This design comes from an exercise in tuning for small area, a short achievable clock period and few clock cycles per item on the open sky130 flow, not from production work. Function was checked by simulation only, so behaviour that the tests miss may differ from the original. Power is estimated from default activity; no workload was simulated.

File: design/flow/flow/run.sh
#!/bin/bash
# Own flow: the standard ORFS flow (standard.sh) with two changes in how
# the layout is made; the clock, its period and the I/O constraints are
# unchanged:
#  * timing repair is asked to leave extra setup slack (SETUP_SLACK_MARGIN),
#  * the port buffers are sky130_fd_sc_hd__buf_4 cells.
set -euo pipefail
export SETUP_SLACK_MARGIN=9.2
export BUFFER_PORTS_ARGS="-buffer_cell sky130_fd_sc_hd__buf_4"
bash standard.sh > standard.log 2>&1
File: design/flow/standard.sh
#!/bin/bash
# synth_recipe.tcl (not shown) runs the flow's synth.tcl, then flattens the netlist and writes it again
# the make line also repeats each setting of config.mk as NAME=value (left out here)
make -C /OpenROAD-flow-scripts/flow DESIGN_CONFIG=/design/flow/config.mk WORK_HOME=/design/flow/orfs CLKGATE_MAP_FILE= SYNTH_SCRIPT=/design/flow/synth_recipe.tcl "${@:-finish}"
File: design/flow/config.mk
export PLATFORM = sky130hd
export DESIGN_NAME = wm_block_blender
export DESIGN_NICKNAME = wm_block_blender
export VERILOG_FILES = /design/flow/design.v
export SDC_FILE = /design/flow/constraint.sdc
export NUM_CORES = 4
export LEC_CHECK = 0
export ABC_AREA = 1
export CAP_MARGIN = 20
export CORE_MARGIN = 2
export CORE_UTILIZATION = 50
export CTS_CLUSTER_DIAMETER = 100
export CTS_CLUSTER_SIZE = 28
export SLEW_MARGIN = 20
export TNS_END_PERCENT = 10
File: design/flow/constraint.sdc
create_clock -name core_clock -period 13.0 [get_ports {clk}]
set_input_delay 2.6000 -clock core_clock [delete_from_list [all_inputs] [get_ports {clk}]]
set_output_delay 2.6000 -clock core_clock [all_outputs]
set_load 0.01 [all_outputs]
File: design/flow/design.v
`default_nettype none
module wm_block_blender #(
    parameter  int DATA_W = 8,
    parameter  int MAX_M  = 8,
    localparam int IDX_W  = $clog2(MAX_M * MAX_M)
) (
    input  wire logic              clk,
    input  wire logic              rst,
    input  wire logic [IDX_W-1:0]  cfg_m,
    input  wire logic [DATA_W:0]   cfg_bthr,
    input  wire logic [7:0]        cfg_amin,
    input  wire logic [7:0]        cfg_amax,
    input  wire logic [7:0]        cfg_bmin,
    input  wire logic [7:0]        cfg_bmax,
    input  wire logic              s_valid,
    output logic                   s_ready,
    input  wire logic [DATA_W-1:0] s_data,
    output logic                   m_valid,
    input  wire logic              m_ready,
    output logic [DATA_W-1:0]      m_data,
    output logic                   m_last,
    output logic                   busy,
    output logic                   err
);
    localparam int GAP = 5;
    logic       rdy_q;
    logic       st_first, st_w, st_last;
    logic [2:0] st_col, st_row;      
    logic [5:0] ac;                  
    logic [2:0] cnt;                 
    logic [2:0] nopen;               
    logic       err_q, busy_q;
    logic [2:0] mm1;                 
    logic [8:0] bthr;
    logic [7:0] bmin, bmax;
    logic [6:0] nsq;                 
    logic [7:0] n3;                  
    logic       xfer, bad, xfer_p, xfer_w, first_ok, cap;
    logic       cfg_one;             
    logic [6:0] cfg_nsq;
    logic [7:0] cfg_n3;
    function automatic logic gt8(input logic [7:0] a, input logic [7:0] b);
        logic [7:0] g, e;
        logic [3:0] g1, e1;
        logic [1:0] g2, e2;
        g = a & ~b;
        e = ~(a ^ b);
        for (int i = 0; i < 4; i++) begin
            g1[i] = g[2*i+1] | (e[2*i+1] & g[2*i]);
            e1[i] = e[2*i+1] & e[2*i];
        end
        for (int i = 0; i < 2; i++) begin
            g2[i] = g1[2*i+1] | (e1[2*i+1] & g1[2*i]);
            e2[i] = e1[2*i+1] & e1[2*i];
        end
        gt8 = g2[1] | (e2[1] & g2[0]);
    endfunction
    always_comb begin
        xfer = s_valid && rdy_q;
        cfg_one = (cfg_m[2:0] == 3'd1);
        bad  = (cfg_m == 6'd0) || (cfg_m[5:3] != 3'd0 && cfg_m[2:0] != 3'd0) ||
               (cfg_m[5:4] != 2'd0) ||
               gt8(cfg_amin, cfg_amax) || gt8(cfg_bmin, cfg_bmax);
        first_ok = st_first && !bad;
        cap    = xfer && st_first;
        xfer_p = xfer && (st_first || !st_w);
        xfer_w = xfer && !st_first && st_w;
        case (cfg_m[2:0])
            3'd1:    begin cfg_nsq = 7'd1;  cfg_n3 = 8'd3;   end
            3'd2:    begin cfg_nsq = 7'd4;  cfg_n3 = 8'd12;  end
            3'd3:    begin cfg_nsq = 7'd9;  cfg_n3 = 8'd27;  end
            3'd4:    begin cfg_nsq = 7'd16; cfg_n3 = 8'd48;  end
            3'd5:    begin cfg_nsq = 7'd25; cfg_n3 = 8'd75;  end
            3'd6:    begin cfg_nsq = 7'd36; cfg_n3 = 8'd108; end
            3'd7:    begin cfg_nsq = 7'd49; cfg_n3 = 8'd147; end
            default: begin cfg_nsq = 7'd64; cfg_n3 = 8'd192; end
        endcase
    end
    logic [511:0] ring;
    logic         a_p, a_first, a_colnz, a_rownz;
    logic [7:0]   a_d;
    logic [7:0]   tap_up, tap_p, upq;
    always_comb begin
        case (mm1)
            3'd0: tap_up = ring[511:504];
            3'd1: tap_up = ring[7:0];
            3'd2: tap_up = ring[15:8];
            3'd3: tap_up = ring[23:16];
            3'd4: tap_up = ring[31:24];
            3'd5: tap_up = ring[39:32];
            3'd6: tap_up = ring[47:40];
            default: tap_up = ring[55:48];
        endcase
        case (mm1)
            3'd0: tap_p = ring[8*((1  + GAP - 2) % 64) +: 8];
            3'd1: tap_p = ring[8*((4  + GAP - 2) % 64) +: 8];
            3'd2: tap_p = ring[8*((9  + GAP - 2) % 64) +: 8];
            3'd3: tap_p = ring[8*((16 + GAP - 2) % 64) +: 8];
            3'd4: tap_p = ring[8*((25 + GAP - 2) % 64) +: 8];
            3'd5: tap_p = ring[8*((36 + GAP - 2) % 64) +: 8];
            3'd6: tap_p = ring[8*((49 + GAP - 2) % 64) +: 8];
            default: tap_p = ring[8*((64 + GAP - 2) % 64) +: 8];
        endcase
    end
    always_ff @(posedge clk) begin
        ring <= {ring[503:0], a_p ? a_d : ring[511:504]};
        a_d  <= s_data;
        upq  <= tap_up;
    end
    logic [8:0]  g_sum;
    logic [7:0]  d_left, d_up;
    logic        g_v, g_first;
    logic [8:0]  g_q;
    logic [13:0] sp;
    logic [16:0] dg;
    logic        ge;
    function automatic logic [7:0] absdiff(input logic [7:0] x, input logic [7:0] y);
        logic [8:0] t;
        t = {1'b0, x} - {1'b0, y};
        absdiff = t[8] ? (8'd0 - t[7:0]) : t[7:0];
    endfunction
    always_comb begin
        d_left = a_colnz ? absdiff(a_d, ring[7:0]) : 8'd0;
        d_up   = a_rownz ? absdiff(a_d, upq)       : 8'd0;
        g_sum  = {1'b0, d_left} + {1'b0, d_up};
        ge     = !dg[16];
    end
    logic [1:0]  dv;
    logic        q2;
    logic [7:0]  uq, dev, cdev;
    logic [13:0] sp_s2;
    function automatic logic [13:0] div4(input logic [13:0] x, input logic [6:0] n,
                                         input logic [7:0] n3);
        logic [7:0] t;
        logic [8:0] d1, d2, d3;
        t  = {x[13:8], x[7:6]};
        d1 = {1'b0, t} - {2'b0, n};
        d2 = {1'b0, t} - {1'b0, n, 1'b0};
        d3 = {1'b0, t} - {1'b0, n3};
        if (!d3[8])      div4 = {d3[5:0], x[5:0], 2'd3};
        else if (!d2[8]) div4 = {d2[5:0], x[5:0], 2'd2};
        else if (!d1[8]) div4 = {d1[5:0], x[5:0], 2'd1};
        else             div4 = {t[5:0],  x[5:0], 2'd0};
    endfunction
    always_comb sp_s2 = div4(div4(sp, nsq, n3), nsq, n3);
    always_comb begin
        uq    = sp[7:0];
        dev   = ge ? 8'd0   : (uq[7] ? {1'b0, uq[6:0]} : (8'd128 - uq));
        cdev  = ge ? 8'd128 : (uq[7] ? (8'd0 - uq) : uq);
    end
    function automatic logic [8:0] add8(input logic [7:0] a, input logic [7:0] b);
        logic [7:0] g, p, gg, pp, gn, pn;
        g = a & b;
        p = a ^ b;
        gg = g;
        pp = p;
        for (int k = 1; k < 8; k = k * 2) begin
            for (int i = 0; i < 8; i++) begin
                if (i >= k) begin
                    gn[i] = gg[i] | (pp[i] & gg[i-k]);
                    pn[i] = pp[i] & pp[i-k];
                end else begin
                    gn[i] = gg[i];
                    pn[i] = pp[i];
                end
            end
            gg = gn;
            pp = pn;
        end
        add8 = {gg[7], p ^ {gg[6:0], 1'b0}};
    endfunction
    logic [13:0] sp_acc;
    logic [5:0]  sp_hi1;
    logic [8:0]  sp_lo;
    always_comb begin
        sp_hi1 = sp[13:8] + 6'd1;
        sp_lo  = add8(st_first ? 8'd0 : sp[7:0], s_data);
        if (st_first)      sp_acc = {6'd0, s_data};
        else if (sp_lo[8]) sp_acc = {sp_hi1, sp_lo[7:0]};
        else               sp_acc = {sp[13:8], sp_lo[7:0]};
    end
    always_ff @(posedge clk) begin
        if (xfer && (st_first || !st_w)) sp <= sp_acc;
        else if (dv != 2'd0) sp <= sp_s2;
        g_q <= g_sum;
        if (g_v) dg <= (g_first ? 17'd0 : dg) + {8'd0, g_q} - {8'd0, bthr};
    end
    logic [7:0]  x1, x2, y1, y2;
    logic        o_pix, o_last, o_ka;
    logic [16:0] csa_r0, csa_r1, b_r0, b_r1, b_q;
    logic        b_pix, b_last, b_ka, b_kb;
    logic [7:0]  b_sat;
    logic cs1, cs2, cs3, cs4, cs5, cs6, cs7, cs8, cs9, cs10, cs11, cs12, cs13, cs14, cs15, cs16, cs17, cs18, cs19, cs20, cs21, cs22, cs23, cs24, cs25, cs26, cs27, cs28, cs29, cs30, cs31, cs32, cs33, cs34, cs35, cs36, cs37, cs38, cs39, cs40, cs41, cs42, cs43, cs44, cs45, cs46, cs47, cs48, cs49, cs50, cs51, cs52, cs53, cs54, cs55, cs56, cs57, cs58, cs59, cs60, cs61, cs62, cs63, cs64, cs65, cs66, cs67, cs68, cs69, cs70, cs71, cs72, cs73, cs74, cs75, cs76, cs77, cs78, cs79, cs80, cs81, cs82, cs83, cs84, cs85, cs86, cs87, cs88, cs89, cs90, cs91, cs92, cs93, cs94, cs95, cs96, cs97, cs98, cs99, cs100, cs101, cs102, cs103, cs104, cs105, cs106, cs107, cs108, cs109, cs110, cs111, cs112, cs113, cs114, cs115, cs116, cs117, cs118, cs119, cs120, cs121, cs122, cs123, cs124, cs125, cs126, cs127, cs128, cs129, cs130, cs131, cs132, cs133, cs134, cs135, cs136, cs137, cs138, cs139, cs140, cs141, cs142, cs143, cs144, cs145, cs146, cs147, cs148, cs149, cs150, cs151, cs152, cs153, cs154, cs155, cs156, cs157, cs158, cs159, cs160, cs161, cs162, cs163, cs164, cs165, cs166, cs167, cs168, cs169, cs170, cs171, cs172, cs173, cs174, cs175, cs176, cs177, cs178, cs179, cs180, cs181, cs182, cs183, cs184, cs185, cs186, cs187, cs188, cs189, cs190, cs191, cs192, cs193, cs194, cs195, cs196, cs197, cs198, cs199, cs200, cs201, cs202, cs203, cs204, cs205, cs206, cs207, cs208, cs209, cs210, cs211, cs212, cs213, cs214, cs215, cs216, cs217, cs218, cs219, cs220, cs221, cs222, cs223, cs224, cs225, cs226, cs227, cs228, cs229, cs230, cs231, cs232, cs233, cs234, cs235, cs236, cs237, cs238, cs239, cs240, cs241, cs242, cs243, cs244, cs245, cs246, cs247, cs248, cs249, cs250, cs251, cs252, cs253, cs254, cs255, cs256, cs257, cs258, cs259, cs260, cs261, cs262, cs263, cs264, cs265, cs266, cs267, cs268, cs269, cs270, cs271, cs272, cs273, cs274, cs275, cs276, cs277, cs278, cs279, cs280, cs281, cs282, cs283, cs284, cs285, cs286, cs287, cs288, cs289, cs290, cs291, cs292, cs293, cs294, cs295, cs296, cs297, cs298, cs299, cs300, cs301, cs302, cs303, cs304, cs305, cs306, cs307, cs308, cs309, cs310, cs311, cs312, cs313, cs314, cs315, cs316, cs317, cs318, cs319, cs320, cs321, cs322, cs323, cs324, cs325, cs326, cs327, cs328, cs329, cs330, cs331, cs332, cs333, cs334, cs335, cs336, cs337, cs338;
    always_comb begin
        cs1 = x1[0] & y1[0];
        cs2 = x2[0] & y2[0];
        cs3 = x1[0] & y1[1];
        cs4 = x1[1] & y1[0];
        cs5 = x2[0] & y2[1];
        cs6 = x2[1] & y2[0];
        cs7 = x1[0] & y1[2];
        cs8 = x1[1] & y1[1];
        cs9 = x1[2] & y1[0];
        cs10 = x2[0] & y2[2];
        cs11 = x2[1] & y2[1];
        cs12 = x2[2] & y2[0];
        cs13 = x1[0] & y1[3];
        cs14 = x1[1] & y1[2];
        cs15 = x1[2] & y1[1];
        cs16 = x1[3] & y1[0];
        cs17 = x2[0] & y2[3];
        cs18 = x2[1] & y2[2];
        cs19 = x2[2] & y2[1];
        cs20 = x2[3] & y2[0];
        cs21 = x1[0] & y1[4];
        cs22 = x1[1] & y1[3];
        cs23 = x1[2] & y1[2];
        cs24 = x1[3] & y1[1];
        cs25 = x1[4] & y1[0];
        cs26 = x2[0] & y2[4];
        cs27 = x2[1] & y2[3];
        cs28 = x2[2] & y2[2];
        cs29 = x2[3] & y2[1];
        cs30 = x2[4] & y2[0];
        cs31 = x1[0] & y1[5];
        cs32 = x1[1] & y1[4];
        cs33 = x1[2] & y1[3];
        cs34 = x1[3] & y1[2];
        cs35 = x1[4] & y1[1];
        cs36 = x1[5] & y1[0];
        cs37 = x2[0] & y2[5];
        cs38 = x2[1] & y2[4];
        cs39 = x2[2] & y2[3];
        cs40 = x2[3] & y2[2];
        cs41 = x2[4] & y2[1];
        cs42 = x2[5] & y2[0];
        cs43 = x1[0] & y1[6];
        cs44 = x1[1] & y1[5];
        cs45 = x1[2] & y1[4];
        cs46 = x1[3] & y1[3];
        cs47 = x1[4] & y1[2];
        cs48 = x1[5] & y1[1];
        cs49 = x1[6] & y1[0];
        cs50 = x2[0] & y2[6];
        cs51 = x2[1] & y2[5];
        cs52 = x2[2] & y2[4];
        cs53 = x2[3] & y2[3];
        cs54 = x2[4] & y2[2];
        cs55 = x2[5] & y2[1];
        cs56 = x2[6] & y2[0];
        cs57 = x1[0] & y1[7];
        cs58 = x1[1] & y1[6];
        cs59 = x1[2] & y1[5];
        cs60 = x1[3] & y1[4];
        cs61 = x1[4] & y1[3];
        cs62 = x1[5] & y1[2];
        cs63 = x1[6] & y1[1];
        cs64 = x1[7] & y1[0];
        cs65 = x2[0] & y2[7];
        cs66 = x2[1] & y2[6];
        cs67 = x2[2] & y2[5];
        cs68 = x2[3] & y2[4];
        cs69 = x2[4] & y2[3];
        cs70 = x2[5] & y2[2];
        cs71 = x2[6] & y2[1];
        cs72 = x2[7] & y2[0];
        cs73 = x1[1] & y1[7];
        cs74 = x1[2] & y1[6];
        cs75 = x1[3] & y1[5];
        cs76 = x1[4] & y1[4];
        cs77 = x1[5] & y1[3];
        cs78 = x1[6] & y1[2];
        cs79 = x1[7] & y1[1];
        cs80 = x2[1] & y2[7];
        cs81 = x2[2] & y2[6];
        cs82 = x2[3] & y2[5];
        cs83 = x2[4] & y2[4];
        cs84 = x2[5] & y2[3];
        cs85 = x2[6] & y2[2];
        cs86 = x2[7] & y2[1];
        cs87 = x1[2] & y1[7];
        cs88 = x1[3] & y1[6];
        cs89 = x1[4] & y1[5];
        cs90 = x1[5] & y1[4];
        cs91 = x1[6] & y1[3];
        cs92 = x1[7] & y1[2];
        cs93 = x2[2] & y2[7];
        cs94 = x2[3] & y2[6];
        cs95 = x2[4] & y2[5];
        cs96 = x2[5] & y2[4];
        cs97 = x2[6] & y2[3];
        cs98 = x2[7] & y2[2];
        cs99 = x1[3] & y1[7];
        cs100 = x1[4] & y1[6];
        cs101 = x1[5] & y1[5];
        cs102 = x1[6] & y1[4];
        cs103 = x1[7] & y1[3];
        cs104 = x2[3] & y2[7];
        cs105 = x2[4] & y2[6];
        cs106 = x2[5] & y2[5];
        cs107 = x2[6] & y2[4];
        cs108 = x2[7] & y2[3];
        cs109 = x1[4] & y1[7];
        cs110 = x1[5] & y1[6];
        cs111 = x1[6] & y1[5];
        cs112 = x1[7] & y1[4];
        cs113 = x2[4] & y2[7];
        cs114 = x2[5] & y2[6];
        cs115 = x2[6] & y2[5];
        cs116 = x2[7] & y2[4];
        cs117 = x1[5] & y1[7];
        cs118 = x1[6] & y1[6];
        cs119 = x1[7] & y1[5];
        cs120 = x2[5] & y2[7];
        cs121 = x2[6] & y2[6];
        cs122 = x2[7] & y2[5];
        cs123 = x1[6] & y1[7];
        cs124 = x1[7] & y1[6];
        cs125 = x2[6] & y2[7];
        cs126 = x2[7] & y2[6];
        cs127 = x1[7] & y1[7];
        cs128 = x2[7] & y2[7];
        cs129 = cs43 ^ cs44;
        cs130 = cs43 & cs44;
        cs131 = cs57 ^ cs58 ^ cs59;
        cs132 = (cs57 & cs58) | (cs57 & cs59) | (cs58 & cs59);
        cs133 = cs60 ^ cs61 ^ cs62;
        cs134 = (cs60 & cs61) | (cs60 & cs62) | (cs61 & cs62);
        cs135 = cs73 ^ cs74 ^ cs75;
        cs136 = (cs73 & cs74) | (cs73 & cs75) | (cs74 & cs75);
        cs137 = cs76 ^ cs77;
        cs138 = cs76 & cs77;
        cs139 = cs87 ^ cs88;
        cs140 = cs87 & cs88;
        cs141 = cs21 ^ cs22;
        cs142 = cs21 & cs22;
        cs143 = cs31 ^ cs32 ^ cs33;
        cs144 = (cs31 & cs32) | (cs31 & cs33) | (cs32 & cs33);
        cs145 = cs34 ^ cs35 ^ cs36;
        cs146 = (cs34 & cs35) | (cs34 & cs36) | (cs35 & cs36);
        cs147 = cs129 ^ cs45 ^ cs46;
        cs148 = (cs129 & cs45) | (cs129 & cs46) | (cs45 & cs46);
        cs149 = cs47 ^ cs48 ^ cs49;
        cs150 = (cs47 & cs48) | (cs47 & cs49) | (cs48 & cs49);
        cs151 = cs50 ^ cs51 ^ cs52;
        cs152 = (cs50 & cs51) | (cs50 & cs52) | (cs51 & cs52);
        cs153 = cs130 ^ cs131 ^ cs133;
        cs154 = (cs130 & cs131) | (cs130 & cs133) | (cs131 & cs133);
        cs155 = cs63 ^ cs64 ^ cs65;
        cs156 = (cs63 & cs64) | (cs63 & cs65) | (cs64 & cs65);
        cs157 = cs66 ^ cs67 ^ cs68;
        cs158 = (cs66 & cs67) | (cs66 & cs68) | (cs67 & cs68);
        cs159 = cs69 ^ cs70;
        cs160 = cs69 & cs70;
        cs161 = cs132 ^ cs134 ^ cs135;
        cs162 = (cs132 & cs134) | (cs132 & cs135) | (cs134 & cs135);
        cs163 = cs137 ^ cs78 ^ cs79;
        cs164 = (cs137 & cs78) | (cs137 & cs79) | (cs78 & cs79);
        cs165 = cs80 ^ cs81 ^ cs82;
        cs166 = (cs80 & cs81) | (cs80 & cs82) | (cs81 & cs82);
        cs167 = cs83 ^ cs84 ^ cs85;
        cs168 = (cs83 & cs84) | (cs83 & cs85) | (cs84 & cs85);
        cs169 = cs136 ^ cs138 ^ cs139;
        cs170 = (cs136 & cs138) | (cs136 & cs139) | (cs138 & cs139);
        cs171 = cs89 ^ cs90 ^ cs91;
        cs172 = (cs89 & cs90) | (cs89 & cs91) | (cs90 & cs91);
        cs173 = cs92 ^ cs93 ^ cs94;
        cs174 = (cs92 & cs93) | (cs92 & cs94) | (cs93 & cs94);
        cs175 = cs95 ^ cs96 ^ cs97;
        cs176 = (cs95 & cs96) | (cs95 & cs97) | (cs96 & cs97);
        cs177 = cs140 ^ cs99 ^ cs100;
        cs178 = (cs140 & cs99) | (cs140 & cs100) | (cs99 & cs100);
        cs179 = cs101 ^ cs102 ^ cs103;
        cs180 = (cs101 & cs102) | (cs101 & cs103) | (cs102 & cs103);
        cs181 = cs104 ^ cs105 ^ cs106;
        cs182 = (cs104 & cs105) | (cs104 & cs106) | (cs105 & cs106);
        cs183 = cs109 ^ cs110 ^ cs111;
        cs184 = (cs109 & cs110) | (cs109 & cs111) | (cs110 & cs111);
        cs185 = cs13 ^ cs14 ^ cs15;
        cs186 = (cs13 & cs14) | (cs13 & cs15) | (cs14 & cs15);
        cs187 = cs141 ^ cs23 ^ cs24;
        cs188 = (cs141 & cs23) | (cs141 & cs24) | (cs23 & cs24);
        cs189 = cs25 ^ cs26 ^ cs27;
        cs190 = (cs25 & cs26) | (cs25 & cs27) | (cs26 & cs27);
        cs191 = cs142 ^ cs143 ^ cs145;
        cs192 = (cs142 & cs143) | (cs142 & cs145) | (cs143 & cs145);
        cs193 = cs37 ^ cs38 ^ cs39;
        cs194 = (cs37 & cs38) | (cs37 & cs39) | (cs38 & cs39);
        cs195 = cs40 ^ cs41;
        cs196 = cs40 & cs41;
        cs197 = cs144 ^ cs146 ^ cs147;
        cs198 = (cs144 & cs146) | (cs144 & cs147) | (cs146 & cs147);
        cs199 = cs149 ^ cs151 ^ cs53;
        cs200 = (cs149 & cs151) | (cs149 & cs53) | (cs151 & cs53);
        cs201 = cs54 ^ cs55 ^ cs56;
        cs202 = (cs54 & cs55) | (cs54 & cs56) | (cs55 & cs56);
        cs203 = cs148 ^ cs150 ^ cs152;
        cs204 = (cs148 & cs150) | (cs148 & cs152) | (cs150 & cs152);
        cs205 = cs153 ^ cs155 ^ cs157;
        cs206 = (cs153 & cs155) | (cs153 & cs157) | (cs155 & cs157);
        cs207 = cs159 ^ cs71 ^ cs72;
        cs208 = (cs159 & cs71) | (cs159 & cs72) | (cs71 & cs72);
        cs209 = cs154 ^ cs156 ^ cs158;
        cs210 = (cs154 & cs156) | (cs154 & cs158) | (cs156 & cs158);
        cs211 = cs160 ^ cs161 ^ cs163;
        cs212 = (cs160 & cs161) | (cs160 & cs163) | (cs161 & cs163);
        cs213 = cs165 ^ cs167 ^ cs86;
        cs214 = (cs165 & cs167) | (cs165 & cs86) | (cs167 & cs86);
        cs215 = cs162 ^ cs164 ^ cs166;
        cs216 = (cs162 & cs164) | (cs162 & cs166) | (cs164 & cs166);
        cs217 = cs168 ^ cs169 ^ cs171;
        cs218 = (cs168 & cs169) | (cs168 & cs171) | (cs169 & cs171);
        cs219 = cs173 ^ cs175 ^ cs98;
        cs220 = (cs173 & cs175) | (cs173 & cs98) | (cs175 & cs98);
        cs221 = cs170 ^ cs172 ^ cs174;
        cs222 = (cs170 & cs172) | (cs170 & cs174) | (cs172 & cs174);
        cs223 = cs176 ^ cs177 ^ cs179;
        cs224 = (cs176 & cs177) | (cs176 & cs179) | (cs177 & cs179);
        cs225 = cs181 ^ cs107 ^ cs108;
        cs226 = (cs181 & cs107) | (cs181 & cs108) | (cs107 & cs108);
        cs227 = cs178 ^ cs180 ^ cs182;
        cs228 = (cs178 & cs180) | (cs178 & cs182) | (cs180 & cs182);
        cs229 = cs183 ^ cs112 ^ cs113;
        cs230 = (cs183 & cs112) | (cs183 & cs113) | (cs112 & cs113);
        cs231 = cs114 ^ cs115 ^ cs116;
        cs232 = (cs114 & cs115) | (cs114 & cs116) | (cs115 & cs116);
        cs233 = cs184 ^ cs117 ^ cs118;
        cs234 = (cs184 & cs117) | (cs184 & cs118) | (cs117 & cs118);
        cs235 = cs119 ^ cs120 ^ cs121;
        cs236 = (cs119 & cs120) | (cs119 & cs121) | (cs120 & cs121);
        cs237 = cs7 ^ cs8 ^ cs9;
        cs238 = (cs7 & cs8) | (cs7 & cs9) | (cs8 & cs9);
        cs239 = cs185 ^ cs16 ^ cs17;
        cs240 = (cs185 & cs16) | (cs185 & cs17) | (cs16 & cs17);
        cs241 = cs18 ^ cs19;
        cs242 = cs18 & cs19;
        cs243 = cs186 ^ cs187 ^ cs189;
        cs244 = (cs186 & cs187) | (cs186 & cs189) | (cs187 & cs189);
        cs245 = cs28 ^ cs29 ^ cs30;
        cs246 = (cs28 & cs29) | (cs28 & cs30) | (cs29 & cs30);
        cs247 = cs188 ^ cs190 ^ cs191;
        cs248 = (cs188 & cs190) | (cs188 & cs191) | (cs190 & cs191);
        cs249 = cs193 ^ cs195 ^ cs42;
        cs250 = (cs193 & cs195) | (cs193 & cs42) | (cs195 & cs42);
        cs251 = cs192 ^ cs194 ^ cs196;
        cs252 = (cs192 & cs194) | (cs192 & cs196) | (cs194 & cs196);
        cs253 = cs197 ^ cs199 ^ cs201;
        cs254 = (cs197 & cs199) | (cs197 & cs201) | (cs199 & cs201);
        cs255 = cs198 ^ cs200 ^ cs202;
        cs256 = (cs198 & cs200) | (cs198 & cs202) | (cs200 & cs202);
        cs257 = cs203 ^ cs205 ^ cs207;
        cs258 = (cs203 & cs205) | (cs203 & cs207) | (cs205 & cs207);
        cs259 = cs204 ^ cs206 ^ cs208;
        cs260 = (cs204 & cs206) | (cs204 & cs208) | (cs206 & cs208);
        cs261 = cs209 ^ cs211 ^ cs213;
        cs262 = (cs209 & cs211) | (cs209 & cs213) | (cs211 & cs213);
        cs263 = cs210 ^ cs212 ^ cs214;
        cs264 = (cs210 & cs212) | (cs210 & cs214) | (cs212 & cs214);
        cs265 = cs215 ^ cs217 ^ cs219;
        cs266 = (cs215 & cs217) | (cs215 & cs219) | (cs217 & cs219);
        cs267 = cs216 ^ cs218 ^ cs220;
        cs268 = (cs216 & cs218) | (cs216 & cs220) | (cs218 & cs220);
        cs269 = cs221 ^ cs223 ^ cs225;
        cs270 = (cs221 & cs223) | (cs221 & cs225) | (cs223 & cs225);
        cs271 = cs222 ^ cs224 ^ cs226;
        cs272 = (cs222 & cs224) | (cs222 & cs226) | (cs224 & cs226);
        cs273 = cs227 ^ cs229 ^ cs231;
        cs274 = (cs227 & cs229) | (cs227 & cs231) | (cs229 & cs231);
        cs275 = cs228 ^ cs230 ^ cs232;
        cs276 = (cs228 & cs230) | (cs228 & cs232) | (cs230 & cs232);
        cs277 = cs233 ^ cs235 ^ cs122;
        cs278 = (cs233 & cs235) | (cs233 & cs122) | (cs235 & cs122);
        cs279 = cs234 ^ cs236 ^ cs123;
        cs280 = (cs234 & cs236) | (cs234 & cs123) | (cs236 & cs123);
        cs281 = cs124 ^ cs125 ^ cs126;
        cs282 = (cs124 & cs125) | (cs124 & cs126) | (cs125 & cs126);
        cs283 = cs3 ^ cs4;
        cs284 = cs3 & cs4;
        cs285 = cs237 ^ cs10 ^ cs11;
        cs286 = (cs237 & cs10) | (cs237 & cs11) | (cs10 & cs11);
        cs287 = cs238 ^ cs239 ^ cs241;
        cs288 = (cs238 & cs239) | (cs238 & cs241) | (cs239 & cs241);
        cs289 = cs240 ^ cs242 ^ cs243;
        cs290 = (cs240 & cs242) | (cs240 & cs243) | (cs242 & cs243);
        cs291 = cs244 ^ cs246 ^ cs247;
        cs292 = (cs244 & cs246) | (cs244 & cs247) | (cs246 & cs247);
        cs293 = cs248 ^ cs250 ^ cs251;
        cs294 = (cs248 & cs250) | (cs248 & cs251) | (cs250 & cs251);
        cs295 = cs252 ^ cs254 ^ cs255;
        cs296 = (cs252 & cs254) | (cs252 & cs255) | (cs254 & cs255);
        cs297 = cs256 ^ cs258 ^ cs259;
        cs298 = (cs256 & cs258) | (cs256 & cs259) | (cs258 & cs259);
        cs299 = cs260 ^ cs262 ^ cs263;
        cs300 = (cs260 & cs262) | (cs260 & cs263) | (cs262 & cs263);
        cs301 = cs264 ^ cs266 ^ cs267;
        cs302 = (cs264 & cs266) | (cs264 & cs267) | (cs266 & cs267);
        cs303 = cs268 ^ cs270 ^ cs271;
        cs304 = (cs268 & cs270) | (cs268 & cs271) | (cs270 & cs271);
        cs305 = cs272 ^ cs274 ^ cs275;
        cs306 = (cs272 & cs274) | (cs272 & cs275) | (cs274 & cs275);
        cs307 = cs276 ^ cs278 ^ cs279;
        cs308 = (cs276 & cs278) | (cs276 & cs279) | (cs278 & cs279);
        cs309 = cs280 ^ cs282 ^ cs127;
        cs310 = (cs280 & cs282) | (cs280 & cs127) | (cs282 & cs127);
        cs311 = cs283 ^ cs5;
        cs312 = cs283 & cs5;
        cs313 = cs284 ^ cs285 ^ cs12;
        cs314 = (cs284 & cs285) | (cs284 & cs12) | (cs285 & cs12);
        cs315 = cs286 ^ cs287 ^ cs20;
        cs316 = (cs286 & cs287) | (cs286 & cs20) | (cs287 & cs20);
        cs317 = cs288 ^ cs289 ^ cs245;
        cs318 = (cs288 & cs289) | (cs288 & cs245) | (cs289 & cs245);
        cs319 = cs290 ^ cs291 ^ cs249;
        cs320 = (cs290 & cs291) | (cs290 & cs249) | (cs291 & cs249);
        cs321 = cs292 ^ cs293 ^ cs253;
        cs322 = (cs292 & cs293) | (cs292 & cs253) | (cs293 & cs253);
        cs323 = cs294 ^ cs295 ^ cs257;
        cs324 = (cs294 & cs295) | (cs294 & cs257) | (cs295 & cs257);
        cs325 = cs296 ^ cs297 ^ cs261;
        cs326 = (cs296 & cs297) | (cs296 & cs261) | (cs297 & cs261);
        cs327 = cs298 ^ cs299 ^ cs265;
        cs328 = (cs298 & cs299) | (cs298 & cs265) | (cs299 & cs265);
        cs329 = cs300 ^ cs301 ^ cs269;
        cs330 = (cs300 & cs301) | (cs300 & cs269) | (cs301 & cs269);
        cs331 = cs302 ^ cs303 ^ cs273;
        cs332 = (cs302 & cs303) | (cs302 & cs273) | (cs303 & cs273);
        cs333 = cs304 ^ cs305 ^ cs277;
        cs334 = (cs304 & cs305) | (cs304 & cs277) | (cs305 & cs277);
        cs335 = cs306 ^ cs307 ^ cs281;
        cs336 = (cs306 & cs307) | (cs306 & cs281) | (cs307 & cs281);
        cs337 = cs308 ^ cs309 ^ cs128;
        cs338 = (cs308 & cs309) | (cs308 & cs128) | (cs309 & cs128);
        csa_r0 = {1'b0, cs338, cs336, cs334, cs332, cs330, cs328, cs326, cs324, cs322, cs320, cs318, cs316, cs314, cs312, cs311, cs1};
        csa_r1 = {1'b0, cs310, cs337, cs335, cs333, cs331, cs329, cs327, cs325, cs323, cs321, cs319, cs317, cs315, cs313, cs6, cs2};
    end
    always_comb begin
        b_q   = b_r0 + b_r1;
        b_sat = (b_q[16:15] != 2'b00) ? 8'hFF : b_q[14:7];
    end
    always_ff @(posedge clk) begin
        if (cap) begin
            x1 <= cfg_amax;
            x2 <= cfg_amin;
        end else if (o_ka) begin
            x1 <= bmin;
            x2 <= bmax;
        end else begin
            if (b_ka) x1 <= b_q[14:7];
            if (b_kb) x2 <= b_q[14:7];
        end
        if (q2 || o_ka) begin
            y1 <= cdev;
            y2 <= dev;
        end else begin
            y1 <= tap_p;
            y2 <= s_data;
        end
        b_r0 <= csa_r0;
        b_r1 <= csa_r1;
    end
    logic [8:0] fb0, fb1, fb2;
    logic [1:0] fh, ft, fc;
    logic       oxfer, out_free, buf_pop, buf_push;
    logic [8:0] fb_head, b_item;
    logic [2:0] cnt_nx;
    logic [2:0] nopen_nx;
    logic [5:0] ac_nx;
    logic       first_nx, w_nx;
    always_comb begin
        oxfer    = m_valid && m_ready;
        out_free = !m_valid || m_ready;
        b_item   = {b_last, b_sat};
        case (fh)
            2'd0:    fb_head = fb0;
            2'd1:    fb_head = fb1;
            default: fb_head = fb2;
        endcase
        buf_pop  = out_free && (fc != 2'd0);
        buf_push = b_pix && !(out_free && (fc == 2'd0));
    end
    always_ff @(posedge clk) begin
        if (out_free) {m_last, m_data} <= (fc != 2'd0) ? fb_head : b_item;
        if (buf_push) begin
            case (ft)
                2'd0:    fb0 <= b_item;
                2'd1:    fb1 <= b_item;
                default: fb2 <= b_item;
            endcase
        end
    end
    logic       inc_open, dec_open, busy_nx, rdy_nx, rdy0, rdy1;
    logic [2:0] cnt_p1, cnt_m1, nopen_p1, nopen_m1, nopen_ok;
    always_comb begin
        cnt_p1   = cnt + 3'd1;
        cnt_m1   = cnt - 3'd1;
        nopen_p1 = nopen + 3'd1;
        nopen_m1 = nopen - 3'd1;
        inc_open = cap;
        dec_open = oxfer && m_last;
        case ({xfer_w, oxfer})
            2'b10:   cnt_nx = cnt_p1;
            2'b01:   cnt_nx = cnt_m1;
            default: cnt_nx = cnt;
        endcase
        nopen_ok = err_q ? nopen_m1 : nopen;
        case ({inc_open, dec_open || err_q})
            2'b10:   nopen_nx = nopen_p1;
            2'b01:   nopen_nx = nopen_m1;
            default: nopen_nx = nopen;
        endcase
        if (inc_open && err_q && dec_open) nopen_nx = nopen_m1;
        if (!inc_open && err_q && dec_open) nopen_nx = nopen - 3'd2;
        busy_nx = (inc_open && !bad) || (dec_open ? (nopen_ok > 3'd1) : (nopen_ok != 3'd0));
        rdy0 = st_first || ((ac == 6'd63) && (!st_w || oxfer || (cnt <= 3'd3)));
        rdy1 = st_first ? (cfg_m[2:0] != 3'd1)
             : (!st_w ? !st_last
                      : (st_last || (oxfer ? (cnt <= 3'd3) : (cnt <= 3'd2))));
        rdy_nx = xfer ? rdy1 : rdy0;
        first_nx = st_first;
        w_nx     = st_w;
        ac_nx    = ac + 6'd1;
        if (xfer) begin
            ac_nx = 6'd0;
            if (st_first) begin
                first_nx = bad;
                w_nx     = cfg_one;
                if (cfg_one) ac_nx = 6'(64 - GAP);
            end else if (!st_w) begin
                if (st_last) begin
                    w_nx  = 1'b1;
                    ac_nx = 6'(64 - GAP);
                end
            end else if (st_last) begin
                first_nx = 1'b1;
            end
        end
    end
    always_ff @(posedge clk or negedge rst) begin
        if (!rst) begin
            rdy_q <= 1'b0;
            st_first <= 1'b1;
            cnt <= '0; nopen <= '0; err_q <= 1'b0; busy_q <= 1'b0;
            a_p <= 1'b0; g_v <= 1'b0; dv <= '0; q2 <= 1'b0;
            o_pix <= 1'b0; o_ka <= 1'b0;
            b_pix <= 1'b0; b_ka <= 1'b0; b_kb <= 1'b0;
            m_valid <= 1'b0;
            fh <= '0; ft <= '0; fc <= '0;
        end else begin
            rdy_q    <= rdy_nx;
            st_first <= first_nx;
            cnt      <= cnt_nx;
            nopen    <= nopen_nx;
            busy_q   <= busy_nx;
            err_q    <= xfer && st_first && bad;
            a_p      <= xfer_p;
            g_v      <= a_p;
            dv       <= {dv[0], xfer && (st_first ? (!bad && cfg_one) : (!st_w && st_last))};
            q2       <= dv[1];
            o_pix    <= xfer_w;
            o_ka     <= q2;
            b_pix    <= o_pix;
            b_ka     <= o_ka;
            b_kb     <= b_ka;
            if (out_free) m_valid <= (fc != 2'd0) || b_pix;
            if (buf_pop)  fh <= (fh == 2'd2) ? 2'd0 : fh + 2'd1;
            if (buf_push) ft <= (ft == 2'd2) ? 2'd0 : ft + 2'd1;
            fc <= fc + {1'b0, buf_push} - {1'b0, buf_pop};
        end
    end
    always_ff @(posedge clk) begin
        st_w <= w_nx;
        ac   <= ac_nx;
        if (xfer) begin
            if (st_first) begin
                st_col  <= (cfg_m[2:0] == 3'd1) ? 3'd0 : 3'd1;
                st_row  <= 3'd0;
                st_last <= (cfg_m[2:0] == 3'd1);
            end else if (!st_w && st_last) begin
                st_col  <= 3'd0;
                st_row  <= 3'd0;
                st_last <= 1'b0;             
            end else begin
                if (st_col == mm1) begin
                    st_col <= 3'd0;
                    st_row <= st_row + 3'd1;
                end else begin
                    st_col <= st_col + 3'd1;
                end
                st_last <= (st_col != mm1) && (st_col + 3'd1 == mm1) && (st_row == mm1);
            end
        end
        a_first <= st_first;
        a_colnz <= !st_first && (st_col != 3'd0);
        a_rownz <= !st_first && (st_row != 3'd0);
        g_first <= a_first;
        o_last  <= st_last;
        b_last  <= o_last;
        if (cap) begin
            mm1  <= cfg_m[2:0] - 3'd1;
            nsq  <= cfg_nsq;
            n3   <= cfg_n3;
            bthr <= cfg_bthr;
            bmin <= cfg_bmin;
            bmax <= cfg_bmax;
        end
    end
    always_comb begin
        s_ready = rdy_q;
        busy    = busy_q;
        err     = err_q;
    end
endmodule
`default_nettype wire
==> results of run 1 <==
## flip-flops by register name, summed over array words and instances (netlist names), 9 cells and up
name  count
bthr      9
ring    512
b_r1     16
dg       17
fb2       9
g_q       9
b_r0     16
fb1       9
fb0       9
sp       14
## power breakdown
| group | leakage [nW] | total, mW | switching, mW | internal, mW |
|---|---|---|---|---|
| registers | 6.50 | 3.01 | 0.231 | 2.78 |
| logic | 7.47 | 2.99 | 1.84 | 1.15 |
| clock network | 0.479 | 1.21 | 0.712 | 0.500 |
## repair_timing
action	in CTS	in global routing
setup buffers	6	12
resized for setup	10	22
pin swaps	2	12
setup endpoints to repair	59	69
## layout make-up
type / count / area share [%]
timing repair buffer: 97 / 2.36
clock inverter: 8 / 0.358
tap: 756 / 3.04
sequential: 754 / 53.1
clock buffer: 39 / 2.80
multi-input combinational: 1432 / 32.7
inverter: 461 / 5.59
## cells in the final DEF (no fill, tap or decap), drive strengths merged, types with 4 or more instances in the layout
cell type	Yosys	final
o21bai	4	4
dfrtp	26	26
a21oi	131	131
edfxtp	130	130
mux2	5	5
nand3	76	76
a221oi	19	19
nand3b	6	6
nor2	104	104
fa	112	112
buf	12	97
o22ai	16	16
nand4	12	12
xnor2	31	31
inv	459	461
clkinv	2	6
clkbuf	48	39
dfxtp	597	597
ha	148	148
o21ai	110	110
or2	11	11
nor3	25	25
a22o	10	10
nand2	503	503
a211oi	7	7
a31oi	18	18
xor2	51	51
## cells by family after synthesis
group / share of synthesized area [%]
AOI/OAI and AO/OA: 7.23
muxes: 0.197
buffers and inverters: 6.94
adders and majority gates: 14.3
DFF: 57.9
xor gates and xnor gates: 2.52
and+or+nand+nor: 10.8
## routing by layer
metal  up-vias  GRT usage (%)  wire length, µm
li1       8704              -                -
met2       356           32.6            27100
met1      8531           27.7            27400
met4         4           5.20             1220
met3        73           3.22             2880
met5         -              0               28
## critical path, stage by stage (launching register included)
cell and delay, ns:
edfxtp_1 0.60, nand2_1 0.14, fa_1 0.55, inv_1 0.05
fa_1 0.49, fa_1 0.56, inv_1 0.06, fa_1 0.41
fa_1 0.52, inv_1 0.05, fa_1 0.43
## worst paths after layout
| path | endpoint | slack, ns |
|---|---|---|
| min reg2reg | ring[231] | 0.32 |
| min | ring[231] | 0.32 |
| max in group asynchronous | st_first | 10.71 |
| max reg2reg | b_r1[8] | 9.02 |
| max | b_r1[8] | 9.02 |
| min in group asynchronous | fc[1] | 1.95 |
==> impl_metrics.json, run 1 <==
{
  "io_pins": 72,
  "finalSetupViolations": 0,
  "syn-mean-instance-area_um2": 10.5,
  "initial_core_util_pct": 50.6,
  "finalClockSkew_ns": 0.0188,
  "fillers": 4996,
  "drc": 0,
  "overflow": 0,
  "status": "complete, no violations",
  "rr_worst_depth": 10,
  "drive_gt1_share_pct": 7.88,
  "cp-start-kind": "register",
  "path_clk_slew_ns": 0.11,
  "final_nets": 3099,
  "areaGrowthSynthToFinish_pct": 9.09,
  "cts_max_path_buffers": 3,
  "grtUsageTotal_pct": 19.9,
  "grt_pass1_vias": 17396,
  "peakVddDrop_mv": 0.139,
  "antenna_found_initial": 2,
  "die_w_um": 243,
  "critical_path_class": "register to register",
  "worstHoldStart": "ring[223]",
  "cts-root-buf": "clkbuf_16",
  "cp.arrival_ns": 4.45,
  "rsz0062_at_grt": "true",
  "drt-wirelength-per-cell_um": 16.5,
  "cts-hold-fix-buffers": 0,
  "cp_max_fo": 8,
  "synthesis.area_um2": 28500,
  "r2r-start": "x1[3]",
  "power_mw": 7.21,
  "drtAntennaViolNets": 0,
  "synthCells": 2707,
  "cts_made_buffers": 34,
  "fmax_ghz": 0.251,
  "seq_area_um2": 16500,
  "dieArea_um2": 59000,
  "dp_cells": 3482,
  "synth_cell_types": 61,
  "final_area_um2": 31100,
  "fin_util_pct": 55.2,
  "diodes": 0,
  "synth_top_cell_area_share_pct": 41.9,
  "drv_slew": 0,
  "instances_no_fill": 3547,
  "cts_tree": "done",
  "hold_violations": 0,
  "dp_hpwl_um": 43100,
  "synth_edf_count": 130,
  "period_share_pct": 30.7,
  "gp_congestion": 0.897,
  "grt_max_degree": 47,
  "leakage_nw": 14.4,
  "setup_ws_ns": 9.02,
  "tightest_slew_ns": 0.879,
  "endpoint_kind": "register",
  "synth_common_cells": "dfxtp_1, nand2_1, inv_1",
  "yosys_warnings": 1,
  "hold_ws_ns": 0.319,
  "die_h_um": 243,
  "drtIter0Drc": 1100,
  "rows": 87,
  "cts_sinks": 754,
  "syn-num-nets": 3026,
  "hold_path_depth": 0,
  "slew_headroom_pct": 41.2,
  "critical_path_required_ns": 13.47,
  "seq_area_frac_synth_pct": 57.9,
  "htreeDepth": 2,
  "clock_latency_ns": 0.58,
  "drv_cap": 0,
  "core_area_um2": 56400,
  "post-place-ws_ns": 8.30,
  "num_vias": 17668,
  "pwr_density_cell_nw_per_um2": 232,
  "multiInputGateArea_um2": 10200,
  "vias_per_cell": 4.98,
  "synthTopCellsByArea": "dfxtp_1, edfxtp_1, fa_1",
  "grt_first_pass_wirelength_um": 93500,
  "setup_tns_ns": 0,
  "totalWireLength_um": 58700,
  "ys_seq_elements": 754,
  "crit_start": "x1[3]",
  "firstDrtPassIters": 5,
  "synth.most_common_cell": "dfxtp_1",
  "synthFlopType": "dfxtp_1",
  "placed_area_um2": 29900,
  "fin_crit_ns": 3.98,
  "async_flop_share_pct": 3.58,
  "io_buffer_count": 71,
  "synth_area_leader_cell": "dfxtp_1",
  "hold_class": "register to register"
}
Testbench counts, summed over its fixed seeds: cycles 16,896, items 7,956.
==> run 2, diff against run 1 <==
--- a/design/flow/flow/run.sh
+++ b/design/flow/flow/run.sh
@@ -7,3 +7,3 @@
 set -euo pipefail
-export SETUP_SLACK_MARGIN=9.2
+export SETUP_SLACK_MARGIN=9.5
 export BUFFER_PORTS_ARGS="-buffer_cell sky130_fd_sc_hd__buf_4"
==> impl_metrics.json, run 2 <==
{
  "top_register": "ring",
  "final_cell_mix": "dfxtp_1, nand2_1, inv_1, ha_1",
  "r2r-start": "x1[3]",
  "rr_endpoint": "b_r1[9]",
  "top_usage_layer": "met2",
  "finalClockSkew_ns": 0.0220,
  "cts_tree": "done",
  "r2r_slack_ns": 9.21,
  "diodes": 0,
  "largest_register_ffs": 512,
  "synth_area_leader_cell": "dfxtp_1",
  "async_flop_share_pct": 3.58,
  "overflow": 0,
  "ys_seq_elements": 754,
  "use_met1_pct": 28.1,
  "grt_first_pass_wirelength_um": 95000,
  "yosys_warnings": 1,
  "die_w_um": 243,
  "cts-hold-fix-buffers": 0,
  "power_switching_share_pct": 38.4,
  "synth_edf_count": 130,
  "path_clk_slew_ns": 0.11,
  "leakage_nw": 14.7,
  "cp_top_family": "adder cells",
  "hold_path_depth": 0,
  "die_h_um": 243,
  "hold_violations": 0,
  "drtIter0Drc": 1118,
  "critical_path_required_ns": 13.29,
  "crit_start": "s_data[0]",
  "status": "complete, no violations",
  "drt-wirelength-per-cell_um": 16.7,
  "drtAntennaViolNets": 0,
  "cp.arrival_ns": 4.09,
  "hold_class": "register to register",
  "grt_max_degree": 47,
  "clock_latency_ns": 0.58,
  "io_pins": 72,
  "peakVddDrop_mv": 0.144,
  "path_buf_inv": 3,
  "synth_cell_types": 61,
  "power.internal_mw": 4.61,
  "drc": 0,
  "fin_crit_ns": 3.80,
  "areaGrowthSynthToFinish_pct": 11.4,
  "switchingPower_mw": 2.88,
  "final_nets": 3141,
  "finalSetupViolations": 0,
  "synthesis.area_um2": 28500,
  "final_common_cell": "dfxtp_1",
  "period_share_pct": 29.2,
  "num_vias": 17882,
  "cts_max_path_buffers": 3,
  "drive_gt1_share_pct": 11.5,
  "cp_max_fo": 6,
  "firstDrtPassIters": 5,
  "synthCells": 2707,
  "setup_ws_ns": 9.20,
  "use_met3_pct": 3.20,
  "fillers": 4946,
  "io_buffer_count": 71,
  "drv_slew": 0,
  "cp_cell_sequence": "buf_8 > ha_4 > inv_2 > fa_2 > nor2_4 > a211oi_2 > nor2_1 > o21ai_1 > nand2_1 > nand2_1 > a21boi_2 > o31ai_2 > inv_2",
  "dieArea_um2": 59000,
  "fmax_ghz": 0.263,
  "pwr_density_cell_nw_per_um2": 235,
  "setup_tns_ns": 0,
  "tightest_slew_ns": 0.801,
  "syn-mean-instance-area_um2": 10.5,
  "totalWireLength_um": 59900,
  "worstHoldStart": "ring[223]",
  "cts_made_buffers": 34,
  "rows": 87,
  "critical_path_class": "input port to register",
  "cp-start-kind": "input port",
  "syn-num-nets": 3026,
  "largestRegisters": "ring x512, dg x17",
  "multiInputGateArea_um2": 10500,
  "crit_path_max_incr_delay_ns": 0.36,
  "initial_core_util_pct": 50.6,
  "synthFlopType": "dfxtp_1",
  "synthTopCellsByArea": "dfxtp_1, edfxtp_1, fa_1",
  "seq_area_frac_synth_pct": 57.9,
  "core_area_um2": 56400,
  "synth.most_common_cell": "dfxtp_1",
  "seqPwrFrac_pct": 40.0,
  "slew_headroom_pct": 46.4,
  "grtUsageTotal_pct": 20.2,
  "crit_slowest_cell": "fa_2",
  "combPwrFrac_pct": 43.8,
  "gp_congestion": 0.897,
  "rsz0062_at_grt": "true",
  "grt_pass1_vias": 17660,
  "cts-root-buf": "clkbuf_16",
  "rr_worst_depth": 11,
  "htreeDepth": 2,
  "drv_cap": 0,
  "clkPwrFrac_pct": 16.2,
  "synth_top_cell_area_share_pct": 41.9,
  "seq_area_um2": 16500,
  "vias_per_cell": 4.98,
  "holdPathEnd": "ring[231]",
  "endpoint_kind": "register",
  "dp_hpwl_um": 43100,
  "grt_util_met2_pct": 33.2,
  "antenna_found_initial": 2,
  "cts_sinks": 754,
  "post-place-ws_ns": 8.30,
  "synth_common_cells": "dfxtp_1, nand2_1, inv_1"
}
## run 2: power by group through the flow
stage / clock network, mW / registers, mW / logic [mW]
after detailed placement: 0 / 3.07 / 2.95
final: 1.21 / 2.99 / 3.28
after floorplan: 0 / 2.92 / 2.25
after global routing: 1.33 / 3.02 / 3.73
after global placement: 0 / 3.07 / 2.88
after CTS: 1.25 / 2.99 / 3.26
## run 2: logic make-up (layout without fill, tap and decap cells)
family,after synthesis,in the layout,synth area share [%]
multiplexers,5,5,0.197
AND/OR/NAND/NOR,741,741,10.8
adder cells (fa/ha/maj),260,260,14.3
buffers and inverters,521,647,6.94
flip-flops,754,754,57.9
AO/OA/AOI/OAI,344,344,7.23
XOR/XNOR,82,82,2.52
## run 2: layout make-up
cell class,count,share of cell area [%]
inverter,461,5.47
timing repair buffer,139,3.45
sequential,754,52.0
clock buffer,39,2.74
multi-input combinational,1432,33.0
clock inverter,8,0.350
tap,756,2.97
## run 2: how the worst max path moves through the flow
stage	to	slack (ns)	cells past startpoint
3_5_place_dp	sp[12]	8.30	13
2_1_floorplan	nopen[2]	8.59	10
5_1_grt	sp[12]	9.08	13
4_1_cts	sp[11]	9.16	13
6_report	sp[11]	9.20	13
3_3_place_gp	sp[11]	8.32	13
## run 2: what timing repair did
action / CTS / global route
setup endpoints to repair: 95 / 115
pin swaps: 28 / 30
resized for setup: 70 / 49
setup buffers: 42 / 18
## run 2: metal layers
layer  part of all wire [%]  vias to the layer above
li1                       -                     8781
met1                     46                     8625
met2                     46                      390
met3                    5.1                       82
met4                    2.1                        4
met5                  0.047                        -
## run 2: stage by stage
stage / hold WS [ns] / cells / total power, mW / utilization (%) / area [µm²]
CTS: 0.326 / 3571 / 7.50 / 55.9 / 31500
finish: 0.318 / 3589 / 7.49 / 56.4 / 31800
global placement: 0.310 / 3482 / 5.95 / 53.0 / 29900
detailed placement: 0.312 / 3482 / 6.02 / 53.0 / 29900
floorplan: 0.310 / 2707 / 5.17 / - / 28600
global route: 0.327 / 3589 / 8.09 / 56.4 / 31800
==> run 3, diff against run 2 <==
--- a/design/flow/config.mk
+++ b/design/flow/config.mk
@@ -11,4 +11,4 @@
 export CORE_UTILIZATION = 50
-export CTS_CLUSTER_DIAMETER = 100
-export CTS_CLUSTER_SIZE = 28
+export CTS_CLUSTER_DIAMETER = 80
+export CTS_CLUSTER_SIZE = 24
 export SLEW_MARGIN = 20
==> impl_metrics.json, run 3 <==
{
  "status": "complete, no violations",
  "gp_congestion": 0.897,
  "synth_edf_count": 130,
  "fin_util_pct": 56.9,
  "synth.most_common_cell": "dfxtp_1",
  "cts-hold-fix-buffers": 0,
  "num_vias": 17917,
  "seq_area_frac_synth_pct": 57.9,
  "synthCells": 2707,
  "antenna_found_initial": 2,
  "leakage_nw": 14.8,
  "cts_tree": "done",
  "tightest_slew_ns": 0.811,
  "firstDrtPassIters": 5,
  "cts_max_path_buffers": 3,
  "grt_pass1_vias": 17843,
  "fillers": 4927,
  "use_met1_pct": 28.1,
  "synth_top_cell_area_share_pct": 41.9,
  "finalClockSkew_ns": 0.0241,
  "drv_slew": 0,
  "hold_class": "register to register",
  "syn-num-nets": 3026,
  "initial_core_util_pct": 50.6,
  "slew_headroom_pct": 45.8,
  "cts-root-buf": "clkbuf_16",
  "power_switching_share_pct": 38.2,
  "htreeDepth": 2,
  "power.internal_mw": 4.71,
  "die_h_um": 243,
  "yosys_warnings": 1,
  "diodes": 0,
  "fin_crit_ns": 3.80,
  "crit_slowest_cell": "fa_1",
  "setup_tns_ns": 0,
  "crit_top_cell": "fa_1",
  "drtAntennaViolNets": 0,
  "synth_cell_types": 61,
  "grt_first_pass_wirelength_um": 95600,
  "fmax_ghz": 0.263,
  "grt_max_degree": 47,
  "ys_seq_elements": 754,
  "clock_latency_ns": 0.60,
  "overflow": 0,
  "syn-mean-instance-area_um2": 10.5,
  "largestRegisters": "ring x512, dg x17",
  "period_share_pct": 29.2,
  "async_flop_share_pct": 3.58,
  "final_cell_mix": "dfxtp_1, nand2_1, inv_1, ha_1, buf_4",
  "cp-start-kind": "register",
  "seq_area_um2": 16500,
  "io_pins": 72,
  "top_register": "ring",
  "top_usage_layer": "met2",
  "cp.arrival_ns": 4.27,
  "synthTopCellsByArea": "dfxtp_1, edfxtp_1, fa_1",
  "switchingPower_mw": 2.91,
  "combPwrFrac_pct": 43.0,
  "critical_path_class": "register to register",
  "final_common_cell": "dfxtp_1",
  "cp_cell_sequence": "buf_6 > nand2_1 > inv_1 > fa_2 > inv_1 > fa_1 > fa_1 > fa_2 > fa_1 > inv_2 > fa_1",
  "use_met3_pct": 3.13,
  "peakVddDrop_mv": 0.147,
  "grt_util_met2_pct": 33.6,
  "final_nets": 3148,
  "pwr_density_cell_nw_per_um2": 238,
  "multiInputGateArea_um2": 10500,
  "path_clk_slew_ns": 0.09,
  "io_buffer_count": 71,
  "cp_max_fo": 3,
  "largest_register_ffs": 512,
  "synth_common_cells": "dfxtp_1, nand2_1, inv_1",
  "dp_hpwl_um": 43100,
  "drv_cap": 0,
  "finalSetupViolations": 0,
  "hold_violations": 0,
  "synth_area_leader_cell": "dfxtp_1",
  "vias_per_cell": 4.98,
  "drt-wirelength-per-cell_um": 16.7,
  "rows": 87,
  "core_area_um2": 56400,
  "clkPwrFrac_pct": 17.8,
  "drtIter0Drc": 1089,
  "cts_made_buffers": 40,
  "synthesis.area_um2": 28500,
  "cts_sinks": 754,
  "seqPwrFrac_pct": 39.2,
  "drc": 0,
  "endpoint_kind": "register",
  "synthFlopType": "dfxtp_1",
  "critical_path_required_ns": 13.47,
  "rsz0062_at_grt": "true",
  "totalWireLength_um": 60300,
  "areaGrowthSynthToFinish_pct": 12.4,
  "drive_gt1_share_pct": 11.8,
  "die_w_um": 243,
  "dieArea_um2": 59000,
  "grtUsageTotal_pct": 20.4,
  "crit_path_max_incr_delay_ns": 0.52
}
run 3: stage by stage:
stage	area [µm²]	hold WS [ns]	power, mW	cells	setup WS, ns
4_1_cts	31800	0.323	7.65	3582	9.17
3_5_place_dp	29900	0.312	6.02	3482	8.30
5_1_grt	32100	0.323	8.22	3600	9.09
6_report	32100	0.316	7.63	3600	9.20
3_3_place_gp	29900	0.310	5.95	3482	8.32
2_1_floorplan	28600	0.310	5.17	2707	8.59
run 3: logic make-up (layout without fill, tap and decap cells):
kind of cell	Yosys count	after routing	share of synthesized area, %
muxes	5	5	0.197
and+or+nand+nor	741	741	10.8
adders and majority gates	260	260	14.3
xor gates and xnor gates	82	82	2.52
DFF	754	754	57.9
buffers and inverters	521	658	6.94
AOI/OAI and AO/OA	344	344	7.23
run 3: area by class of cell:
type,count,share of cell area (%)
multi-input combinational,1432,32.8
clock buffer,44,3.20
sequential,754,51.6
clock inverter,13,0.624
timing repair buffer,140,3.45
tap,756,2.95
inverter,461,5.43
run 3: worst max-delay path: cells and delay by family, from the launching register on:
family                   cells  cell delay [ns]
buffers and inverters        4             0.31
AND/OR/NAND/NOR              1             0.05
flip-flops                   1             0.51
adder cells (fa/ha/maj)      6             2.79
run 3: timing repair:
action / 4_1_cts / 5_1_grt
pin swaps: 26 / 30
buffers inserted: 43 / 18
setup endpoints to repair: 95 / 115
gates resized for setup: 71 / 48
run 3: power groups by stage:
stage,logic [mW],clock network [mW],registers (mW)
2_1_floorplan,2.25,0,2.92
6_report,3.28,1.36,2.99
4_1_cts,3.25,1.40,2.99
3_3_place_gp,2.88,0,3.07
3_5_place_dp,2.95,0,3.07
5_1_grt,3.72,1.48,3.02
run 3: worst paths after layout:
path / from / end / slack, ns / cells after the start
min reg2reg: ring[473] / ring[481] / 0.32 / 0
max reg2reg: x1[3] / b_r1[9] / 9.20 / 11
min: ring[473] / ring[481] / 0.32 / 0
min in group asynchronous: rst / nopen[2] / 1.95 / 1
max: x1[3] / b_r1[9] / 9.20 / 11
max in group asynchronous: rst / st_first / 10.71 / 1
run 3: metal layers:
metal  part of all wire [%]  vias up  wire length [µm]
li1                       -     8807                 -
met1                     46     8610             27500
met5                  0.040        -                24
met3                    5.3       82              3170
met2                     47      414             28100
met4                    2.3        4              1410
==> run 4, diff against run 3 <==
==> design/flow/flow/run.sh (replaced) <==
#!/bin/bash
# Own flow: the standard ORFS flow (standard.sh) with two changes in how
# the layout is made; the clock, its period and the I/O constraints are
# unchanged:
#  * timing repair is asked to leave extra setup slack (SETUP_SLACK_MARGIN),
#  * the port buffers are sky130_fd_sc_hd__buf_2 cells.
set -euo pipefail
export SETUP_SLACK_MARGIN=9.5
export BUFFER_PORTS_ARGS="-buffer_cell sky130_fd_sc_hd__buf_2"
bash standard.sh > standard.log 2>&1
--- a/design/flow/config.mk
+++ b/design/flow/config.mk
@@ -11,4 +11,4 @@
 export CORE_UTILIZATION = 50
-export CTS_CLUSTER_DIAMETER = 80
-export CTS_CLUSTER_SIZE = 24
+export CTS_CLUSTER_DIAMETER = 100
+export CTS_CLUSTER_SIZE = 28
 export SLEW_MARGIN = 20
==> impl_metrics.json, run 4 <==
{
  "status": "complete, no violations",
  "rr_endpoint": "b_r1[9]",
  "synthCells": 2707,
  "grtUsageTotal_pct": 20.6,
  "cp_max_fo": 4,
  "io_buffer_count": 71,
  "r2r_slack_ns": 9.22,
  "cts-hold-fix-buffers": 0,
  "hold_violations": 0,
  "endpoint": "busy_q",
  "core_area_um2": 56400,
  "endpoint_kind": "register",
  "power_switching_share_pct": 38.7,
  "cts_max_path_buffers": 3,
  "hold_path_depth": 0,
  "syn-mean-instance-area_um2": 10.5,
  "top_register": "ring",
  "firstDrtPassIters": 5,
  "largestRegisters": "ring x512, dg x17",
  "drc": 0,
  "yosys_warnings": 1,
  "seq_area_um2": 16500,
  "cts_made_buffers": 34,
  "finalClockSkew_ns": 0.0321,
  "totalWireLength_um": 60500,
  "synth_area_leader_cell": "dfxtp_1",
  "fin_util_pct": 56.1,
  "antenna_found_initial": 5,
  "cp-start-kind": "input port",
  "drv_slew": 0,
  "synthesis.area_um2": 28500,
  "cts_sinks": 754,
  "io_pins": 72,
  "drtAntennaViolNets": 0,
  "drt-wirelength-per-cell_um": 16.8,
  "setup_tns_ns": 0,
  "combPwrFrac_pct": 43.2,
  "placed_area_um2": 29700,
  "switchingPower_mw": 2.87,
  "syn-num-nets": 3026,
  "largest_register_ffs": 512,
  "seqPwrFrac_pct": 40.4,
  "cp.arrival_ns": 4.30,
  "final_cell_mix": "dfxtp_1, nand2_1, inv_1, ha_1, edfxtp_1",
  "fin_crit_ns": 3.80,
  "cts_tree": "done",
  "leakage_nw": 14.6,
  "htreeDepth": 2,
  "rows": 87,
  "multiInputGateArea_um2": 10500,
  "seq_area_frac_synth_pct": 57.9,
  "r2r-start": "x1[2]",
  "areaGrowthSynthToFinish_pct": 10.8,
  "synthTopCellsByArea": "dfxtp_1, edfxtp_1, fa_1",
  "crit_start": "cfg_m[0]",
  "finalSetupViolations": 0,
  "peakVddDrop_mv": 0.162,
  "power.internal_mw": 4.54,
  "ys_seq_elements": 754,
  "synth_cell_types": 61,
  "num_vias": 17784,
  "hold_ws_ns": 0.318,
  "vias_per_cell": 4.96,
  "dieArea_um2": 59000,
  "die_h_um": 243,
  "drv_cap": 0,
  "fmax_ghz": 0.263,
  "grt_first_pass_wirelength_um": 96000,
  "synth_common_cells": "dfxtp_1, nand2_1, inv_1",
  "async_flop_share_pct": 3.58,
  "tightest_slew_ns": 0.855,
  "critical_path_required_ns": 13.50,
  "grt_pass1_vias": 17838,
  "rr_worst_depth": 10,
  "synth.most_common_cell": "dfxtp_1",
  "synth_edf_count": 130,
  "clock_latency_ns": 0.60,
  "synth_top_cell_area_share_pct": 41.9,
  "drtIter0Drc": 1202,
  "overflow": 0,
  "fillers": 4988,
  "initial_core_util_pct": 50.6,
  "slew_headroom_pct": 42.9,
  "die_w_um": 243,
  "final_nets": 3141,
  "power_mw": 7.41,
  "period_share_pct": 29.3,
  "hold_class": "register to register",
  "rsz0062_at_grt": "true",
  "final_area_um2": 31600,
  "path_clk_slew_ns": 0.11,
  "grt_max_degree": 47,
  "diodes": 0,
  "drive_gt1_share_pct": 11.7,
  "pwr_density_cell_nw_per_um2": 234,
  "cts-root-buf": "clkbuf_16",
  "clkPwrFrac_pct": 16.3,
  "critical_path_class": "input port to register",
  "final_common_cell": "dfxtp_1",
  "gp_congestion": 0.926,
  "synthFlopType": "dfxtp_1",
  "dp_hpwl_um": 43300
}
run 4: repair_timing:
action | 4_1_cts | 5_1_grt
setup endpoints to repair | 99 | 108
cloned | 0 | 0
buffers inserted | 43 | 17
resized for setup | 73 | 54
pin swaps | 26 | 38
run 4: critical path: stages:
cell      delay, ns
buf_2          0.12
inv_1          0.09
ha_1           0.32
ha_1           0.23
nor2_1         0.06
a21oi_1        0.12
nand4_1        0.17
a311oi_4       0.42
nand2_1        0.08
o21ai_0        0.09
run 4: per-stage QoR:
| stage | worst slack [ns] | std cells |
|---|---|---|
| global placement | 8.31 | 3482 |
| detailed placement | 8.30 | 3482 |
| global route | 9.10 | 3589 |
| CTS | 9.17 | 3572 |
| floorplan | 8.59 | 2707 |
| finish | 9.20 | 3589 |
run 4: power by group through the flow:
stage	Clock [mW]	Combinational, mW	Sequential (mW)
after floorplan	0	2.25	2.92
after global placement	0	2.86	3.07
after detailed placement	0	2.93	3.07
after CTS	1.25	3.17	3.00
after global routing	1.33	3.68	3.03
final	1.21	3.21	3.00
run 4: area by class of cell:
class	instances	area share (%)
sequential	754	52.3
multi-input combinational	1432	33.2
inverter	461	5.51
tap	756	2.99
timing repair buffer	139	2.84
clock buffer	37	2.73
clock inverter	10	0.372
run 4: logic make-up (layout without fill, tap and decap cells):
group	after synthesis	after routing	share of synthesized area, %
flops	754	754	57.9
simple gates	741	741	10.8
buf+inv	521	647	6.94
compound gates	344	344	7.23
fa+ha+maj	260	260	14.3
xor+xnor	82	82	2.52
mux	5	5	0.197
run 4: how the worst min path moves through the flow:
stage                      to  slack, ns       from
floorplan              b_last       0.31     o_last
global placement    ring[102]       0.31   ring[94]
detailed placement  ring[172]       0.31  ring[164]
CTS                 ring[231]       0.32  ring[223]
global route        ring[188]       0.33  ring[180]
finish              ring[407]       0.32  ring[399]
run 4: layer usage:
layer	track usage, %	up-vias	part of all wire, %
met1	28.0	8472	46
met3	3.62	108	5.4
met4	6.60	10	2.9
li1	-	8791	-
met2	33.4	403	46
met5	0	-	0.10

## afterwards: timing with drivers on the ports
No port has a modelled driver above. Below, the same layouts with a new extraction and two added sets of constraints. Step 1, drivers: a clkbuf_16 drives clk and a buf_2 each remaining input, both assumed. Step 2 moves the port delays by t, midway between the first and last clock arrival at a register: inputs arrive t later, outputs are due t later. That takes back most of the time a late clock gives input paths. Three values: ideal, step 1, step 2; two values: the first two.
run | shift t [ns] | setup slack, ns | worst hold slack (ns) | worst slew at a driven data input, ns
run 1 | 0.629 | 9.015 / 9.003 / 8.373 | 0.319 / 0.319 / 0.319 | 0.14
run 2 | 0.629 | 9.198 / 9.104 / 8.475 | 0.318 / 0.318 / 0.318 | 0.15
run 3 | 0.645 | 9.199 / 9.129 / 8.485 | 0.316 / 0.316 / 0.316 | 0.15
run 4 | 0.640 | 9.197 / 9.123 / 8.483 | 0.318 / 0.318 / 0.318 | 0.15
After both steps setup and hold are still met in every run listed. For run 2, which loses most, drivers alone change the setup slack by -0.094 ns; drivers and shift together by -0.723 ns.
